This is an optimization exercise on Yosys and OpenROAD, whose aim is small area, not a production implementation. Only simulation tests tie the RTL to the original design; equivalence was not proved.

==> flow/design.v (excerpt) <==
module memory_pattern_scanner
#(
    parameter int PATTERN_MAX = 16
) (
    input  logic                   i_clk,
    input  logic                   i_rst_n,
    input  logic                   i_in_valid,
    output logic                   o_in_ready,
    input  mps_pkg::t_byte             i_in_data_byte,
    input  logic                   i_in_last_byte,
    output logic                   o_out_valid,
    input  logic                   i_out_ready,
    output mps_pkg::t_addr             o_out_match_address,
    input  logic                   i_cfg_we,
    input  logic [mps_pkg::CFG_INDEX_W-1:0] i_cfg_index,
    input  logic [mps_pkg::CFG_DATA_W-1:0]  i_cfg_data
);
==> module memory_pattern_scanner, before the edit <==
module memory_pattern_scanner
#(
    parameter int PATTERN_MAX = 16
) (
    input  logic                   i_clk,
    input  logic                   i_rst_n,
    input  logic                   i_in_valid,
    output logic                   o_in_ready,
    input  mps_pkg::t_byte             i_in_data_byte,
    input  logic                   i_in_last_byte,
    output logic                   o_out_valid,
    input  logic                   i_out_ready,
    output mps_pkg::t_addr             o_out_match_address,
    input  logic                   i_cfg_we,
    input  logic [mps_pkg::CFG_INDEX_W-1:0] i_cfg_index,
    input  logic [mps_pkg::CFG_DATA_W-1:0]  i_cfg_data
);
    logic [1:0]   r_scan_mode;
    mps_pkg::t_byte r_char_value;
    logic [6:0]   r_num_value;       
    logic [127:0] r_pattern;
    logic [3:0]   r_len_m1;          
    mps_pkg::t_addr r_start_addr;
    logic [4:0]  len_in;
    logic [3:0]  len_m1_in;
    logic [6:0]  num_in;
    logic        we_mode, we_char, we_num, we_plo, we_phi, we_len, we_start;
    assign len_in = i_cfg_data[4:0];
    assign len_m1_in = (len_in == 5'd0) ? 4'd0 :
                       (len_in[4])      ? 4'd15 : 4'(len_in - 5'd1);
    assign num_in = (i_cfg_data[31:7] == '0) ? i_cfg_data[6:0] : 7'd0;
    assign we_mode  = i_cfg_we && i_cfg_index == mps_pkg::REG_SCAN_MODE;
    assign we_char  = i_cfg_we && i_cfg_index == mps_pkg::REG_CHAR_VALUE;
    assign we_num   = i_cfg_we && i_cfg_index == mps_pkg::REG_NUMERIC_VALUE;
    assign we_plo   = i_cfg_we && i_cfg_index == mps_pkg::REG_PATTERN_LOW;
    assign we_phi   = i_cfg_we && i_cfg_index == mps_pkg::REG_PATTERN_HIGH;
    assign we_len   = i_cfg_we && i_cfg_index == mps_pkg::REG_PATTERN_LEN;
    assign we_start = i_cfg_we && i_cfg_index == mps_pkg::REG_START_ADDR;
    always_ff @(posedge i_clk) begin
        if (!i_rst_n) begin
            r_scan_mode  <= mps_pkg::MODE_CHAR;
            r_char_value <= '0;
            r_num_value  <= '0;
            r_len_m1     <= '0;
        end else begin
            if (we_mode)  r_scan_mode  <= i_cfg_data[1:0];
            if (we_char)  r_char_value <= i_cfg_data[7:0];
            if (we_num)   r_num_value  <= num_in;
            if (we_len)   r_len_m1     <= len_m1_in;
        end
    end
    logic [127:0]   pattern_d;
    mps_pkg::t_addr start_d;
    mps_cell #(.W(64)) u_hold_plo (
        .i_sel_a (i_rst_n && we_plo), .i_sel_b (i_rst_n && !we_plo),
        .i_a (i_cfg_data), .i_b (r_pattern[63:0]), .o_y (pattern_d[63:0])
    );
    mps_cell #(.W(64)) u_hold_phi (
        .i_sel_a (i_rst_n && we_phi), .i_sel_b (i_rst_n && !we_phi),
        .i_a (i_cfg_data), .i_b (r_pattern[127:64]), .o_y (pattern_d[127:64])
    );
    mps_cell #(.W(mps_pkg::ADDR_W)) u_hold_start (
        .i_sel_a (i_rst_n && we_start), .i_sel_b (i_rst_n && !we_start),
        .i_a (i_cfg_data[mps_pkg::ADDR_W-1:0]), .i_b (r_start_addr), .o_y (start_d)
    );
    always_ff @(posedge i_clk) begin
        r_pattern    <= pattern_d;
        r_start_addr <= start_d;
    end
    logic byte_zero;
    assign byte_zero = (i_in_data_byte == 8'd0);
    logic r_out_valid;
    logic accept;
    assign o_in_ready = !r_out_valid || i_out_ready;
    assign accept     = i_in_valid && o_in_ready;
    logic [PATTERN_MAX-2:0] r_part;
    logic [PATTERN_MAX-1:0] part_next;
    logic [PATTERN_MAX-1:0] part_prev;
    assign part_prev = {r_part, 1'b1};
    for (genvar j = 0; j < PATTERN_MAX; j++) begin : g_stage
        assign part_next[j] = part_prev[j] && (i_in_data_byte == r_pattern[j*8 +: 8]);
    end
    logic           r_open;        
    logic [3:0]     r_wait;        
    mps_pkg::t_addr r_last_addr;   
    logic           step;
    assign step = (r_scan_mode != mps_pkg::MODE_STR) || (r_wait == 4'd0);
    logic hit;
    always_comb begin
        unique case (r_scan_mode)
            mps_pkg::MODE_CHAR: hit = (i_in_data_byte == r_char_value);
            mps_pkg::MODE_NUM:  hit = !byte_zero && (i_in_data_byte == {1'b0, r_num_value});
            mps_pkg::MODE_STR:  hit = part_next[r_len_m1];
            default:            hit = 1'b0;
        endcase
    end
    logic keep;
    assign keep = i_rst_n && !i_in_last_byte;
    logic [PATTERN_MAX-2:0] part_d;
    mps_cell #(.W(PATTERN_MAX-1)) u_pick_part (
        .i_sel_a (accept && keep), .i_sel_b (i_rst_n && !accept),
        .i_a (part_next[PATTERN_MAX-2:0]), .i_b (r_part), .o_y (part_d)
    );
    always_ff @(posedge i_clk) begin
        r_part <= part_d;
    end
    always_ff @(posedge i_clk) begin
        if (!i_rst_n) begin
            r_open <= 1'b0;
        end else if (accept) begin
            r_open <= !i_in_last_byte;
        end
    end
    always_ff @(posedge i_clk) begin
        if (accept) begin
            if (!r_open) begin
                r_wait <= r_len_m1;
            end else if (r_wait != 4'd0) begin
                r_wait <= r_wait - 4'd1;
            end
        end
    end
    logic load_start, addr_inc;
    assign load_start = accept && !r_open;
    assign addr_inc   = accept && r_open && step;
    mps_pkg::t_addr last_addr_d;
    mps_pkg::t_addr addr_next;
    localparam int AB = 8;
    localparam int NB = (mps_pkg::ADDR_W + AB - 1) / AB;
    logic [NB:0] block_carry;
    assign block_carry[0] = addr_inc;
    for (genvar k = 0; k < NB; k++) begin : g_addr_block
        localparam int LO = k * AB;
        localparam int HI = (LO + AB < mps_pkg::ADDR_W) ? LO + AB : mps_pkg::ADDR_W;
        assign block_carry[k+1] = block_carry[k] && (&r_last_addr[HI-1:LO]);
        always_comb begin
            logic carry;
            carry = block_carry[k];
            for (int i = LO; i < HI; i++) begin
                addr_next[i] = r_last_addr[i] ^ carry;
                carry        = carry & r_last_addr[i];
            end
        end
    end
    mps_cell #(.W(mps_pkg::ADDR_W)) u_pick_addr (
        .i_sel_a (load_start), .i_sel_b (!load_start),
        .i_a (r_start_addr), .i_b (addr_next), .o_y (last_addr_d)
    );
    always_ff @(posedge i_clk) begin
        r_last_addr <= last_addr_d;
    end
    always_ff @(posedge i_clk) begin
        if (!i_rst_n) begin
            r_out_valid <= 1'b0;
        end else if (accept) begin
            r_out_valid <= hit;
        end else if (i_out_ready) begin
            r_out_valid <= 1'b0;
        end
    end
    assign o_out_valid         = r_out_valid;
    assign o_out_match_address = r_last_addr;
endmodule
export LEC_CHECK = 0
export CAP_MARGIN = 20
export CORE_MARGIN = 2
export CORE_UTILIZATION = 65
export SLEW_MARGIN = 20
export SYNTH_HIERARCHICAL = 1
create_clock -name core_clock -period 8.0 [get_ports {i_clk}]
standard.sh (not shown) runs the stock make flow with config.mk's settings and CLKGATE_MAP_FILE= SYNTH_SCRIPT=/design/flow/synth_recipe.tcl, a recipe that flattens the netlist after the stock synthesis.
==> flow/flow/run.sh <==
#!/bin/bash
# The standard layout with these changes:
#  - synthesis maps logic with an area-minded ABC script (abc.script here)
#    in place of ORFS's speed script; everything else in synthesis, and so
#    every register, is as in the standard synthesis;
#  - the port buffers are buf_1;
#  - the clock tree uses clkbuf_8 in larger clusters and no dummy loads.
# Each tool's output stays in orfs/logs; make's own output goes to
# flow_make.log here.
set -euo pipefail
here=$(pwd)
rm -rf "$here/scripts"
cp -r "$FLOW_HOME/scripts" "$here/scripts"
cp "$here/flow/abc.script" "$here/scripts/abc_speed.script"
export BUFFER_PORTS_ARGS="-buffer_cell sky130_fd_sc_hd__buf_1"
export CTS_ARGS="-sink_clustering_enable -repair_clock_nets -dont_use_dummy_load -buf_list sky130_fd_sc_hd__clkbuf_8 -sink_clustering_size 16 -sink_clustering_max_diameter 80"
bash standard.sh SCRIPTS_DIR="$here/scripts" finish > flow_make.log 2>&1
==> flow/flow/abc.script <==
&get -n
&st
&dch
&nf -R 1000
&st
&syn4
&dch
&nf -R 1000
&st
&syn4
&dch
&nf -R 1000
&put
topo
dnsize -c
Rerun with:
--- a/flow/design.v
+++ b/flow/design.v
@@ -84,15 +84,15 @@
     end
     logic [127:0]   pattern_d;
     mps_pkg::t_addr start_d;
-    mps_cell #(.W(64)) u_hold_plo (
+    mps_cell #(.W(64)) u_pick_plo (
         .i_sel_a (i_rst_n && we_plo), .i_sel_b (i_rst_n && !we_plo),
         .i_a (i_cfg_data), .i_b (r_pattern[63:0]), .o_y (pattern_d[63:0])
     );
-    mps_cell #(.W(64)) u_hold_phi (
+    mps_cell #(.W(64)) u_pick_phi (
         .i_sel_a (i_rst_n && we_phi), .i_sel_b (i_rst_n && !we_phi),
         .i_a (i_cfg_data), .i_b (r_pattern[127:64]), .o_y (pattern_d[127:64])
     );
-    mps_cell #(.W(mps_pkg::ADDR_W)) u_hold_start (
+    mps_cell #(.W(mps_pkg::ADDR_W)) u_pick_start (
         .i_sel_a (i_rst_n && we_start), .i_sel_b (i_rst_n && !we_start),
         .i_a (i_cfg_data[mps_pkg::ADDR_W-1:0]), .i_b (r_start_addr), .o_y (start_d)
     );
@@ -144,14 +144,13 @@
             r_open <= !i_in_last_byte;
         end
     end
+    logic [3:0] wait_d;
+    mps_cell #(.W(4)) u_pick_wait (
+        .i_sel_a (accept && !r_open), .i_sel_b (!(accept && !r_open)),
+        .i_a (r_len_m1), .i_b (r_wait - 4'(accept && r_wait != 4'd0)), .o_y (wait_d)
+    );
     always_ff @(posedge i_clk) begin
-        if (accept) begin
-            if (!r_open) begin
-                r_wait <= r_len_m1;
-            end else if (r_wait != 4'd0) begin
-                r_wait <= r_wait - 4'd1;
-            end
-        end
+        r_wait <= wait_d;
     end
     logic load_start, addr_inc;
     assign load_start = accept && !r_open;
@@ -160,12 +159,14 @@
     mps_pkg::t_addr addr_next;
     localparam int AB = 8;
     localparam int NB = (mps_pkg::ADDR_W + AB - 1) / AB;
-    logic [NB:0] block_carry;
+    logic [NB-1:0] block_carry;
     assign block_carry[0] = addr_inc;
     for (genvar k = 0; k < NB; k++) begin : g_addr_block
         localparam int LO = k * AB;
         localparam int HI = (LO + AB < mps_pkg::ADDR_W) ? LO + AB : mps_pkg::ADDR_W;
-        assign block_carry[k+1] = block_carry[k] && (&r_last_addr[HI-1:LO]);
+        if (k + 1 < NB) begin : g_pass
+            assign block_carry[k+1] = block_carry[k] && (&r_last_addr[HI-1:LO]);
+        end
         always_comb begin
             logic carry;
             carry = block_carry[k];
=> Design area stays flat. Routed wire length hardly moves. Utilization drops by 0.15 points. First-iteration DRC count falls by roughly a tenth. Cell count is about the same. Synthesized cell count fell slightly. Clock-buffer cell count stays the same. Via count hardly moves.

==> what the ideal ports hide <==
In the flow no input, the clock included, has a driving cell. The finished layouts below were timed again as built, in two steps. Step 1 assumes that a clkbuf_16 drives the clock port and a buf_2 every other input. Step 2, shift: input delay + t, output delay - t, t = (earliest + latest rising clock arrival at the registers) / 2. This alone moves slack from input paths to output paths. Three values: ideal ports, drivers, drivers and shift; two values: the first two.
run	t, ns	setup WS [ns]	worst register clock-pin slew, ns
the first run	0.576	2.693 / 2.711 / 2.135	0.10 / 0.10
the second run	0.578	2.600 / 2.620 / 2.042	0.10 / 0.10
After both steps every run listed still meets setup and hold.
